Source: an optimization exercise on an open RTL-to-GDS flow (aim: small area, a short achievable clock period and few clock cycles). Production flows keep margins and buffers that such runs may drop. RTL that was checked went through simulation tests only; none was proved equivalent to the original.

==> inputs of run a <==
==> flow/design.v <==
package wlh_pkg;
  localparam int NUM_BINS    = 16;
  localparam int COUNT_WIDTH = 20;
  localparam int LEN_W       = 7;
  localparam int BAR_W       = 7;
  localparam int CHAR_W      = 8;
  localparam int BIN_AW      = (NUM_BINS > 1) ? $clog2(NUM_BINS) : 1;
  localparam int NUM_W       = COUNT_WIDTH + BAR_W;
  localparam int STEP_W      = $clog2(BAR_W);
  localparam logic [LEN_W-1:0]       LEN_MAX   = {LEN_W{1'b1}};
  localparam logic [COUNT_WIDTH-1:0] COUNT_MAX = {COUNT_WIDTH{1'b1}};
  localparam logic [CHAR_W-1:0] CHAR_SPACE   = 8'h20;
  localparam logic [CHAR_W-1:0] CHAR_TAB     = 8'h09;
  localparam logic [CHAR_W-1:0] CHAR_NEWLINE = 8'h0A;
  localparam logic ACT_TEXT   = 1'b0;
  localparam logic ACT_REPORT = 1'b1;
  typedef struct packed {
    logic              action;
    logic [CHAR_W-1:0] char_code;
  } in_item_t;
  typedef struct packed {
    logic [LEN_W-1:0]       word_length;
    logic [COUNT_WIDTH-1:0] word_count;
    logic [BAR_W-1:0]       bar_length;
    logic [COUNT_WIDTH-1:0] overflow_words;
    logic                   last_bin;
  } out_item_t;
endpackage
import wlh_pkg::*;
module word_length_histogram (
  input  logic                     clk,
  input  logic                     rst,
  input  logic                     start,
  input  wlh_pkg::in_item_t        cmd,
  output logic                     busy,
  input  logic                     cfg_wr_en,
  input  logic [wlh_pkg::BAR_W-1:0] cfg_wr_data,
  output logic                     result_strobe,
  output wlh_pkg::out_item_t       result
);
  localparam int SIDE_W = 2;
  localparam int OVS_W  = 3;
  localparam int PKS_W  = 7;
  localparam int DW     = 23;    
  function automatic logic [COUNT_WIDTH-1:0] sat_inc(input logic [COUNT_WIDTH-1:0] v);
    sat_inc = (v == COUNT_MAX) ? COUNT_MAX : v + COUNT_WIDTH'(1);
  endfunction
  function automatic logic [22:0] add23(input logic [22:0] a, input logic [22:0] b,
                                        input logic ci);
    logic [22:0] g, p, gg, pp;
    g  = a & b;
    p  = a ^ b;
    gg = g;
    pp = p;
    gg[0] = g[0] | (p[0] & ci);
    for (int l = 0; l < 5; l++) begin
      for (int i = 0; i < 23; i++) begin
        if (((i >> l) & 1) == 1) begin
          gg[i] = gg[i] | (pp[i] & gg[((i >> l) << l) - 1]);
          pp[i] = pp[i] & pp[((i >> l) << l) - 1];
        end
      end
    end
    add23 = p ^ {gg[21:0], ci};
  endfunction
  logic accept, is_sep;
  logic a_char, a_sep, a_eot;
  logic a_char_n, a_sep_n, a_eot_n;
  assign accept   = start && !busy;
  assign is_sep   = (cmd.char_code == CHAR_SPACE) || (cmd.char_code == CHAR_TAB) ||
                    (cmd.char_code == CHAR_NEWLINE);
  assign a_char_n = accept && cmd.action == ACT_TEXT && !is_sep;
  assign a_sep_n  = accept && cmd.action == ACT_TEXT && is_sep;
  assign a_eot_n  = accept && cmd.action == ACT_REPORT;
  always_ff @(posedge clk) begin
    if (rst) begin
      a_char <= 1'b0;
      a_sep  <= 1'b0;
      a_eot  <= 1'b0;
    end else begin
      a_char <= a_char_n;
      a_sep  <= a_sep_n;
      a_eot  <= a_eot_n;
    end
  end
  logic [BAR_W-1:0]       max_bar_height;
  logic [4:0]             len;           
  logic [COUNT_WIDTH-1:0] ovf;
  logic [OVS_W-1:0]       ovf_side;      
  logic                   ovf_mode;      
  logic [COUNT_WIDTH-1:0] peak;          
  logic [PKS_W-1:0]       pk_side;       
  logic [COUNT_WIDTH-1:0] bin  [NUM_BINS];    
  logic [SIDE_W-1:0]      side [NUM_BINS];
  logic                   wr_pend;
  logic [BIN_AW-1:0]      wr_b;
  logic [COUNT_WIDTH-1:0] rd_data;
  logic [BIN_AW-1:0]      raddr;
  logic                   pend;          
  logic                   st;            
  logic                   rep_on;        
  logic                   clr;           
  logic [4:0]             ld_b;          
  logic                   mg;            
  logic                   mgc;           
  logic [BIN_AW-1:0]      mg_b;          
  logic [SIDE_W-1:0]      mg_side;       
  logic                   cf;            
  logic [4:0]             cb;            
  logic                   dv_run;
  logic [2:0]             step;
  logic [COUNT_WIDTH-1:0] c;
  logic                   cz;            
  logic                   ceq;           
  logic                   cfast;         
  logic [COUNT_WIDTH-1:0] r;             
  logic [BAR_W-1:0]       q;
  logic [4:0]             out_b;         
  logic [COUNT_WIDTH-1:0] w0;            
  logic [COUNT_WIDTH:0]   w1;            
  logic [COUNT_WIDTH+1:0] w2;            
  logic we_bin, we_ovf, side_cls, we_main, fwd, pf, last, start_div, fast;
  logic [COUNT_WIDTH-1:0] rmux;
  assign we_bin    = a_sep && (len != 5'd0) && (len != 5'd17);
  assign we_ovf    = a_sep && (len == 5'd17);
  assign side_cls  = rep_on && (len >= ld_b);
  assign we_main   = we_bin && !side_cls;
  assign fwd       = mg && (len[3:0] == mg_b);
  assign last      = dv_run && (step == 3'd0);
  assign start_div = cf && !dv_run && !cfast;
  assign fast      = cf && !dv_run && cfast;
  assign pf   = rep_on && (clr || (!a_sep && ((!cf && (!dv_run || last)) || fast)));
  assign rmux = bin[raddr];
  logic [COUNT_WIDTH-1:0] wdata;
  logic [COUNT_WIDTH-1:0] inc_val;
  assign inc_val = sat_inc(rd_data);
  assign wdata   = wr_pend ? inc_val : COUNT_WIDTH'(mgc ? '0 : mg_side);
  always_ff @(posedge clk) begin
    for (int b = 0; b < NUM_BINS; b++) begin
      if ((wr_pend && wr_b == BIN_AW'(b)) || (mg && mg_b == BIN_AW'(b))) begin
        bin[b] <= wdata;
      end
    end
  end
  logic side_full;
  always_comb begin
    side_full = 1'b0;
    for (int b = 0; b < NUM_BINS; b++) begin
      if (side[b] == '1) side_full = 1'b1;
      if (we_bin && side_cls && len[3:0] == BIN_AW'(b) && side[b] == SIDE_W'(2)) side_full = 1'b1;
    end
  end
  always_ff @(posedge clk) begin
    for (int b = 0; b < NUM_BINS; b++) begin
      if (mg && mg_b == BIN_AW'(b)) begin
        side[b] <= '0;
      end else if (we_bin && side_cls && len[3:0] == BIN_AW'(b)) begin
        side[b] <= side[b] + SIDE_W'(1);
      end
    end
  end
  always_ff @(posedge clk) begin
    rd_data <= fwd ? COUNT_WIDTH'(mg_side) : rmux;
    wr_b    <= len[3:0];
  end
  always_ff @(posedge clk) begin
    if (rst) begin
      max_bar_height <= BAR_W'(16);
    end else if (cfg_wr_en) begin
      max_bar_height <= cfg_wr_data;
    end
  end
  logic [4:0] len_n;
  logic [4:0] ld_b_n;
  logic       ovf_end;
  assign ovf_end = result_strobe && out_b[4];
  always_comb begin
    len_n = len;
    if (a_char) begin
      if (len != 5'd17) len_n = len + 5'd1;
    end else if (a_sep || a_eot) begin
      len_n = '0;
    end
  end
  logic [PKS_W-1:0] pk_side_n;
  always_comb begin
    pk_side_n = pk_side;
    if (ovf_mode && wr_pend && rd_data == COUNT_WIDTH'(pk_side)) begin
      pk_side_n = inc_val[PKS_W-1:0];
    end else if (mg && !mgc && PKS_W'(mg_side) > pk_side) begin
      pk_side_n = PKS_W'(mg_side);
    end
  end
  always_ff @(posedge clk) begin
    if (rst) begin
      len      <= '0;
      ovf      <= '0;
      ovf_side <= '0;
      ovf_mode <= 1'b0;
      wr_pend  <= 1'b0;
      raddr    <= BIN_AW'(1);
      peak     <= '0;
      pk_side  <= '0;
    end else begin
      len     <= len_n;
      wr_pend <= we_main;
      raddr   <= a_sep_n ? len_n[3:0] : ld_b_n[3:0];
      if (ovf_end) begin
        ovf      <= COUNT_WIDTH'(ovf_side) + COUNT_WIDTH'(we_ovf);
        ovf_side <= '0;
      end else if (we_ovf) begin
        if (ovf_mode) ovf_side <= ovf_side + OVS_W'(1);
        else          ovf <= sat_inc(ovf);
      end
      if (st) begin
        ovf_mode <= 1'b1;
      end else if (ovf_end) begin
        ovf_mode <= 1'b0;
      end
      if (ovf_end) begin
        peak    <= COUNT_WIDTH'(pk_side_n);
        pk_side <= '0;
      end else begin
        pk_side <= pk_side_n;
        if (!ovf_mode && wr_pend && rd_data == peak) peak <= inc_val;
      end
    end
  end
  logic pend_n, rep_on_n, dv_run_n, mg_n, clr_n, cf_n;
  always_comb begin
    pend_n   = (pend && !st) || a_eot;
    rep_on_n = st || (rep_on && !(pf && ld_b == 5'd16));
    clr_n    = clr && !(pf && ld_b == 5'd16);
    mg_n     = pf;
    cf_n     = (pf && !clr) || (cf && !start_div && !fast);
    dv_run_n = start_div || (dv_run && !last);
    if (st) ld_b_n = 5'd1;
    else if (pf) ld_b_n = ld_b + 5'd1;
    else ld_b_n = ld_b;
  end
  always_ff @(posedge clk) begin
    if (rst) begin
      pend          <= 1'b0;
      st            <= 1'b0;
      rep_on        <= 1'b1;
      clr           <= 1'b1;
      ld_b          <= 5'd1;
      mg            <= 1'b0;
      mgc           <= 1'b0;
      cf            <= 1'b0;
      dv_run        <= 1'b0;
      busy          <= 1'b1;
      result_strobe <= 1'b0;
    end else begin
      pend          <= pend_n;
      st            <= pend_n && !rep_on_n && !cf_n && !dv_run_n && !mg_n;
      rep_on        <= rep_on_n;
      clr           <= clr_n;
      mg            <= mg_n;
      mgc           <= pf && clr;
      cf            <= cf_n;
      dv_run        <= dv_run_n;
      busy          <= clr_n || side_full || ((a_eot_n || pend_n) &&
                         (rep_on_n || cf_n || dv_run_n || mg_n || (a_eot_n && pend_n)));
      result_strobe <= last || fast;
      ld_b          <= ld_b_n;
    end
  end
  always_ff @(posedge clk) begin
    if (pf) begin
      mg_b    <= ld_b[3:0];
      mg_side <= side[ld_b[3:0]];
    end
    if (pf && !clr) begin
      c     <= rmux;
      cb    <= ld_b;
      cz    <= (rmux == '0);
      ceq   <= (rmux == peak);
      cfast <= (rmux == '0) || (rmux == peak);
    end
  end
  logic [DW-1:0]          da, t0, t1, t2;
  logic [BAR_W-1:0]       qn, qd0, qd1, qd2;
  logic [BAR_W-2:0]       q_inc;
  logic [COUNT_WIDTH-1:0] r01, r2, r_early;
  logic                   hb;            
  logic [DW-1:0]          e1x, e2x;
  logic [COUNT_WIDTH:0]   e1;
  logic [COUNT_WIDTH+1:0] e2;
  function automatic logic [BAR_W-1:0] qfix(input logic [BAR_W-1:0] v);
    if (step == 3'd0 && v == '0) qfix = BAR_W'(1);
    else                         qfix = v;
  endfunction
  always_comb begin
    da = {2'b00, r, 1'b0};
    t0 = add23(da, {3'b000, w0}, 1'b0);
    t1 = add23(da, {{2{w1[COUNT_WIDTH]}}, w1}, 1'b0);
    t2 = add23(da, {w2[COUNT_WIDTH+1], w2}, 1'b0);
    q_inc   = q[BAR_W-2:0] + (BAR_W-1)'(1);
    qd0     = qfix({q[BAR_W-2:0], 1'b0});
    qd1     = qfix({q[BAR_W-2:0], 1'b1});
    qd2     = qfix({q_inc, 1'b0});
    qn      = t2[DW-1] ? (t1[DW-1] ? qd0 : qd1) : qd2;
    r_early = start_div ? (max_bar_height[6] ? c : '0) : c;
    r01     = (start_div || last || fast) ? r_early :
              (t1[DW-1] ? t0[COUNT_WIDTH-1:0] : t1[COUNT_WIDTH-1:0]);
    r2      = (start_div || last || fast) ? r_early : t2[COUNT_WIDTH-1:0];
    e1x   = add23({3'b000, c}, ~{3'b000, peak}, 1'b1);
    e2x   = add23({3'b000, c}, ~{2'b00, peak, 1'b0}, 1'b1);
    e1    = e1x[COUNT_WIDTH:0];
    e2    = e2x[COUNT_WIDTH+1:0];
  end
  logic [2:0] step_nx, hb_idx;
  always_comb begin
    if (start_div)   step_nx = 3'd5;
    else if (dv_run) step_nx = step - 3'd1;
    else             step_nx = step;
    hb_idx = (cf_n && !dv_run_n) ? 3'd5 : step_nx - 3'd1;
  end
  always_ff @(posedge clk) begin
    r  <= t2[DW-1] ? r01 : r2;
    w0 <= hb ? c : '0;
    w1 <= hb ? e1 : -{1'b0, peak};
    w2 <= hb ? e2 : -{1'b0, peak, 1'b0};
    hb <= max_bar_height[hb_idx];
    if (fast) begin
      q     <= cz ? '0 : (max_bar_height == '0) ? BAR_W'(1) : max_bar_height;
      out_b <= cb;
    end else if (start_div) begin
      q     <= '0;
      step  <= 3'd5;
      out_b <= cb;
    end else if (dv_run) begin
      q     <= qn;
      step  <= step - 3'd1;
    end
  end
  assign result.word_length    = LEN_W'(out_b);
  assign result.word_count     = r;
  assign result.bar_length     = q;
  assign result.overflow_words = ovf;
  assign result.last_bin       = out_b[4];
endmodule
==> flow/flow/run.sh <==
#!/bin/bash
# Standard layout, with two changes to how it is made: the port buffers are
# buf_4 cells instead of the default pick, and timing repair may resize a
# cell into any footprint. Everything else is the standard.sh.
set -euo pipefail
bash standard.sh MATCH_CELL_FOOTPRINT=0 "BUFFER_PORTS_ARGS=-buffer_cell sky130_fd_sc_hd__buf_4" finish > standard_flow.log 2>&1
==> flow/standard.sh <==
#!/bin/bash
# synth_recipe.tcl (not shown) runs the flow's synth.tcl, then flattens the netlist and writes it again
# the make line also repeats each setting of config.mk as NAME=value (left out here)
make -C /OpenROAD-flow-scripts/flow DESIGN_CONFIG=/design/flow/config.mk WORK_HOME=/design/flow/orfs CLKGATE_MAP_FILE= SYNTH_SCRIPT=/design/flow/synth_recipe.tcl "${@:-finish}"
==> flow/config.mk <==
export PLATFORM = sky130hd
export DESIGN_NAME = word_length_histogram
export DESIGN_NICKNAME = word_length_histogram
export VERILOG_FILES = /design/flow/design.v
export SDC_FILE = /design/flow/constraint.sdc
export NUM_CORES = 4
export LEC_CHECK = 0
export CAP_MARGIN = 10
export CORE_MARGIN = 2
export CORE_UTILIZATION = 40
export CTS_BUF_LIST = sky130_fd_sc_hd__clkbuf_8
export CTS_CLUSTER_SIZE = 30
export SETUP_SLACK_MARGIN = 4.5
export SLEW_MARGIN = 10
export TNS_END_PERCENT = 5
==> flow/constraint.sdc <==
create_clock -name core_clock -period 7.0 [get_ports {clk}]
set_input_delay 1.4000 -clock core_clock [delete_from_list [all_inputs] [get_ports {clk}]]
set_output_delay 1.4000 -clock core_clock [all_outputs]
set_load 0.01 [all_outputs]
==> inputs of run b, as changes to run a <==
--- a/flow/design.v
+++ b/flow/design.v
@@ -148,3 +148,3 @@
     for (int b = 0; b < NUM_BINS; b++) begin
-      if (side[b] == '1) side_full = 1'b1;
+      if (side[b] == '1 && !(mg && mg_b == BIN_AW'(b))) side_full = 1'b1;
       if (we_bin && side_cls && len[3:0] == BIN_AW'(b) && side[b] == SIDE_W'(2)) side_full = 1'b1;
@@ -262,3 +262,3 @@
       dv_run        <= dv_run_n;
-      busy          <= clr_n || side_full || ((a_eot_n || pend_n) &&
+      busy          <= clr_n || (pf && clr) || side_full || ((a_eot_n || pend_n) &&
                          (rep_on_n || cf_n || dv_run_n || mg_n || (a_eot_n && pend_n)));
@@ -287,2 +287,3 @@
   logic [DW-1:0]          e1x, e2x;
+  logic [COUNT_WIDTH-1:0] hcv;
   logic [COUNT_WIDTH:0]   e1;
@@ -307,4 +308,5 @@
     r2      = (start_div || last || fast) ? r_early : t2[COUNT_WIDTH-1:0];
-    e1x   = add23({3'b000, c}, ~{3'b000, peak}, 1'b1);
-    e2x   = add23({3'b000, c}, ~{2'b00, peak, 1'b0}, 1'b1);
+    hcv   = hb ? c : '0;
+    e1x   = add23({3'b000, hcv}, ~{3'b000, peak}, 1'b1);
+    e2x   = add23({3'b000, hcv}, ~{2'b00, peak, 1'b0}, 1'b1);
     e1    = e1x[COUNT_WIDTH:0];
@@ -321,5 +323,5 @@
     r  <= t2[DW-1] ? r01 : r2;
-    w0 <= hb ? c : '0;
-    w1 <= hb ? e1 : -{1'b0, peak};
-    w2 <= hb ? e2 : -{1'b0, peak, 1'b0};
+    w0 <= hcv;
+    w1 <= e1;
+    w2 <= e2;
     hb <= max_bar_height[hb_idx];
- ABC_AREA: default -> 1
- CAP_MARGIN: 10 -> 20
- CTS_BUF_LIST: sky130_fd_sc_hd__clkbuf_8 -> default
- CTS_CLUSTER_SIZE: 30 -> default
- SLEW_MARGIN: 10 -> 20
==> inputs of run c, as changes to run a <==
--- a/flow/design.v
+++ b/flow/design.v
@@ -42,3 +42,2 @@
   localparam int OVS_W  = 3;
-  localparam int PKS_W  = 7;
   localparam int DW     = 23;    
@@ -47,4 +46,3 @@
   endfunction
-  function automatic logic [22:0] add23(input logic [22:0] a, input logic [22:0] b,
-                                        input logic ci);
+  function automatic logic [22:0] add23(input logic [22:0] a, input logic [22:0] b);
     logic [22:0] g, p, gg, pp;
@@ -54,3 +52,2 @@
     pp = p;
-    gg[0] = g[0] | (p[0] & ci);
     for (int l = 0; l < 5; l++) begin
@@ -63,3 +60,3 @@
     end
-    add23 = p ^ {gg[21:0], ci};
+    add23 = p ^ {gg[21:0], 1'b0};
   endfunction
@@ -87,2 +84,3 @@
   logic [4:0]             len;           
+  logic                   ge;            
   logic [COUNT_WIDTH-1:0] ovf;
@@ -90,8 +88,7 @@
   logic                   ovf_mode;      
-  logic [COUNT_WIDTH-1:0] peak;          
-  logic [PKS_W-1:0]       pk_side;       
+  logic [COUNT_WIDTH-1:0] peak_run;
   logic [COUNT_WIDTH-1:0] bin  [NUM_BINS];    
   logic [SIDE_W-1:0]      side [NUM_BINS];
+  logic [NUM_BINS-1:0]    wen;                
   logic                   wr_pend;
-  logic [BIN_AW-1:0]      wr_b;
   logic [COUNT_WIDTH-1:0] rd_data;
@@ -118,2 +115,3 @@
   logic [4:0]             out_b;         
+  logic [COUNT_WIDTH-1:0] peak_rep;
   logic [COUNT_WIDTH-1:0] w0;            
@@ -125,3 +123,3 @@
   assign we_ovf    = a_sep && (len == 5'd17);
-  assign side_cls  = rep_on && (len >= ld_b);
+  assign side_cls  = rep_on && ge;
   assign we_main   = we_bin && !side_cls;
@@ -139,3 +137,3 @@
     for (int b = 0; b < NUM_BINS; b++) begin
-      if ((wr_pend && wr_b == BIN_AW'(b)) || (mg && mg_b == BIN_AW'(b))) begin
+      if (wen[b]) begin
         bin[b] <= wdata;
@@ -163,3 +161,2 @@
     rd_data <= fwd ? COUNT_WIDTH'(mg_side) : rmux;
-    wr_b    <= len[3:0];
   end
@@ -184,11 +181,2 @@
   end
-  logic [PKS_W-1:0] pk_side_n;
-  always_comb begin
-    pk_side_n = pk_side;
-    if (ovf_mode && wr_pend && rd_data == COUNT_WIDTH'(pk_side)) begin
-      pk_side_n = inc_val[PKS_W-1:0];
-    end else if (mg && !mgc && PKS_W'(mg_side) > pk_side) begin
-      pk_side_n = PKS_W'(mg_side);
-    end
-  end
   always_ff @(posedge clk) begin
@@ -196,2 +184,3 @@
       len      <= '0;
+      ge       <= 1'b0;
       ovf      <= '0;
@@ -200,8 +189,12 @@
       wr_pend  <= 1'b0;
+      wen      <= '0;
       raddr    <= BIN_AW'(1);
-      peak     <= '0;
-      pk_side  <= '0;
+      peak_run <= '0;
     end else begin
       len     <= len_n;
+      ge      <= (len_n >= ld_b_n);
       wr_pend <= we_main;
+      for (int b = 0; b < NUM_BINS; b++) begin
+        wen[b] <= (we_main && len[3:0] == BIN_AW'(b)) || (pf && ld_b[3:0] == BIN_AW'(b));
+      end
       raddr   <= a_sep_n ? len_n[3:0] : ld_b_n[3:0];
@@ -219,8 +212,8 @@
       end
-      if (ovf_end) begin
-        peak    <= COUNT_WIDTH'(pk_side_n);
-        pk_side <= '0;
-      end else begin
-        pk_side <= pk_side_n;
-        if (!ovf_mode && wr_pend && rd_data == peak) peak <= inc_val;
+      if (st) begin
+        peak_run <= '0;
+      end else if (wr_pend) begin
+        if (rd_data == peak_run) peak_run <= inc_val;
+      end else if (mg && !mgc) begin
+        if (COUNT_WIDTH'(mg_side) > peak_run) peak_run <= COUNT_WIDTH'(mg_side);
       end
@@ -277,4 +270,7 @@
       cz    <= (rmux == '0);
-      ceq   <= (rmux == peak);
-      cfast <= (rmux == '0) || (rmux == peak);
+      ceq   <= (rmux == peak_rep);
+      cfast <= (rmux == '0) || (rmux == peak_rep);
+    end
+    if (st) begin
+      peak_rep <= peak_run;
     end
@@ -286,3 +282,2 @@
   logic                   hb;            
-  logic [DW-1:0]          e1x, e2x;
   logic [COUNT_WIDTH:0]   e1;
@@ -295,5 +290,5 @@
     da = {2'b00, r, 1'b0};
-    t0 = add23(da, {3'b000, w0}, 1'b0);
-    t1 = add23(da, {{2{w1[COUNT_WIDTH]}}, w1}, 1'b0);
-    t2 = add23(da, {w2[COUNT_WIDTH+1], w2}, 1'b0);
+    t0 = add23(da, {3'b000, w0});
+    t1 = add23(da, {{2{w1[COUNT_WIDTH]}}, w1});
+    t2 = add23(da, {w2[COUNT_WIDTH+1], w2});
     q_inc   = q[BAR_W-2:0] + (BAR_W-1)'(1);
@@ -307,6 +302,4 @@
     r2      = (start_div || last || fast) ? r_early : t2[COUNT_WIDTH-1:0];
-    e1x   = add23({3'b000, c}, ~{3'b000, peak}, 1'b1);
-    e2x   = add23({3'b000, c}, ~{2'b00, peak, 1'b0}, 1'b1);
-    e1    = e1x[COUNT_WIDTH:0];
-    e2    = e2x[COUNT_WIDTH+1:0];
+    e1    = {1'b0, c} - {1'b0, peak_rep};
+    e2    = {2'b00, c} - {1'b0, peak_rep, 1'b0};
   end
@@ -322,4 +315,4 @@
     w0 <= hb ? c : '0;
-    w1 <= hb ? e1 : -{1'b0, peak};
-    w2 <= hb ? e2 : -{1'b0, peak, 1'b0};
+    w1 <= hb ? e1 : -{1'b0, peak_rep};
+    w2 <= hb ? e2 : -{1'b0, peak_rep, 1'b0};
     hb <= max_bar_height[hb_idx];
==> flow/run.sh (new file) <==
#!/bin/bash
# synth_recipe.tcl (not shown) runs the flow's synth.tcl, then flattens the netlist and writes it again
# the make line also repeats each setting of config.mk as NAME=value (left out here)
make -C /OpenROAD-flow-scripts/flow DESIGN_CONFIG=/design/flow/config.mk WORK_HOME=/design/flow/orfs CLKGATE_MAP_FILE= SYNTH_SCRIPT=/design/flow/synth_recipe.tcl finish
- CAP_MARGIN: 10 -> 20
- CTS_BUF_LIST: sky130_fd_sc_hd__clkbuf_8 -> default
- CTS_CLUSTER_SIZE: 30 -> default
- SLEW_MARGIN: 10 -> 20
removed: flow/flow/run.sh
removed: flow/standard.sh
==> summary.md <==
| Metric | Value |
|---|---|
| Crit-path max cell delay | 0.50 ns |
| Register area | ~0.016 mm^2 |
| Final RePlAce weighted congestion | 0.926 |
| Status | finished clean |
| Normalized max-slew margin | around 57% |
| Pre-CTS WS | 3.51 ns |
| Final worst path period need | 2.71 ns |
| Post-synthesis adder-cell area fraction | 7.71% |
| Post-cts gate resize count | about 160 |
| CP max stage cell | dfxtp_1 |
(the above is from run b)
==> summary.md <==
| Metric | Value |
|---|---|
| Status | finished clean |
| Critical path's top delay family | buffers and inverters |
| Pre-CTS WS | ~2.8 ns |
| Final RePlAce weighted congestion | just over 0.9 |
| Final worst path period need | 3.09 ns |
| CP max stage cell | edfxtp_1 |
| Register area | 0.0156 mm^2 |
| Post-synthesis adder-cell area fraction | under 10% |
| Crit-path max cell delay | 0.44 ns |
(the above is from run a)
==> summary.md <==
| Metric | Value |
|---|---|
| Register area | ~0.016 mm^2 |
| CP max stage cell | edfxtp_1 |
| Post-synthesis adder-cell area fraction | roughly 7.5% |
| Status | finished clean |
| Pre-CTS WS | about 3 ns |
| Final RePlAce weighted congestion | about 0.92 |
| Normalized max-slew margin | between 20 and 30% |
(the above is from run c)
Testbench counts of run b, summed over its fixed seeds: cycles 35,346.
No functional check of the RTL was part of run a and run c.

afterwards: timing with drivers on the ports:
The results above use ideal ports. As a check the final layouts listed here were re-extracted and re-timed, cells and wires unchanged.
Step 1 (the two cells are an assumption about what drives the block):
set clk [get_ports {clk}]
set_driving_cell -lib_cell sky130_fd_sc_hd__clkbuf_16 $clk
set_driving_cell -lib_cell sky130_fd_sc_hd__buf_2 [delete_from_list [all_inputs] $clk]
Step 2, shift: input delay + t, output delay - t, t = (earliest + latest rising clock arrival at the registers) / 2. This alone moves slack from input paths to output paths.
a / b / c = ideal / step 1 / step 2; a / b = the first two.
run	shift t [ns]	slack for setup (ns)	hold slack, ns	worst setup path after step 2	slew at the worst register clock pin (ns)
run a	0.784	3.911 / 3.911 / 3.625	0.422 / 0.422 / 0.422	input to register	0.07 / 0.07
run b	0.664	4.287 / 4.270 / 3.774	0.417 / 0.417 / 0.417	input to register	0.06 / 0.06
run c	0.665	4.006 / 3.973 / 3.936	0.423 / 0.423 / 0.423	input to register	0.06 / 0.06
After both steps every run listed still meets setup and hold. The setup slack of run b, which loses most, moves by -0.017 ns with the drivers and by -0.513 ns with both steps.
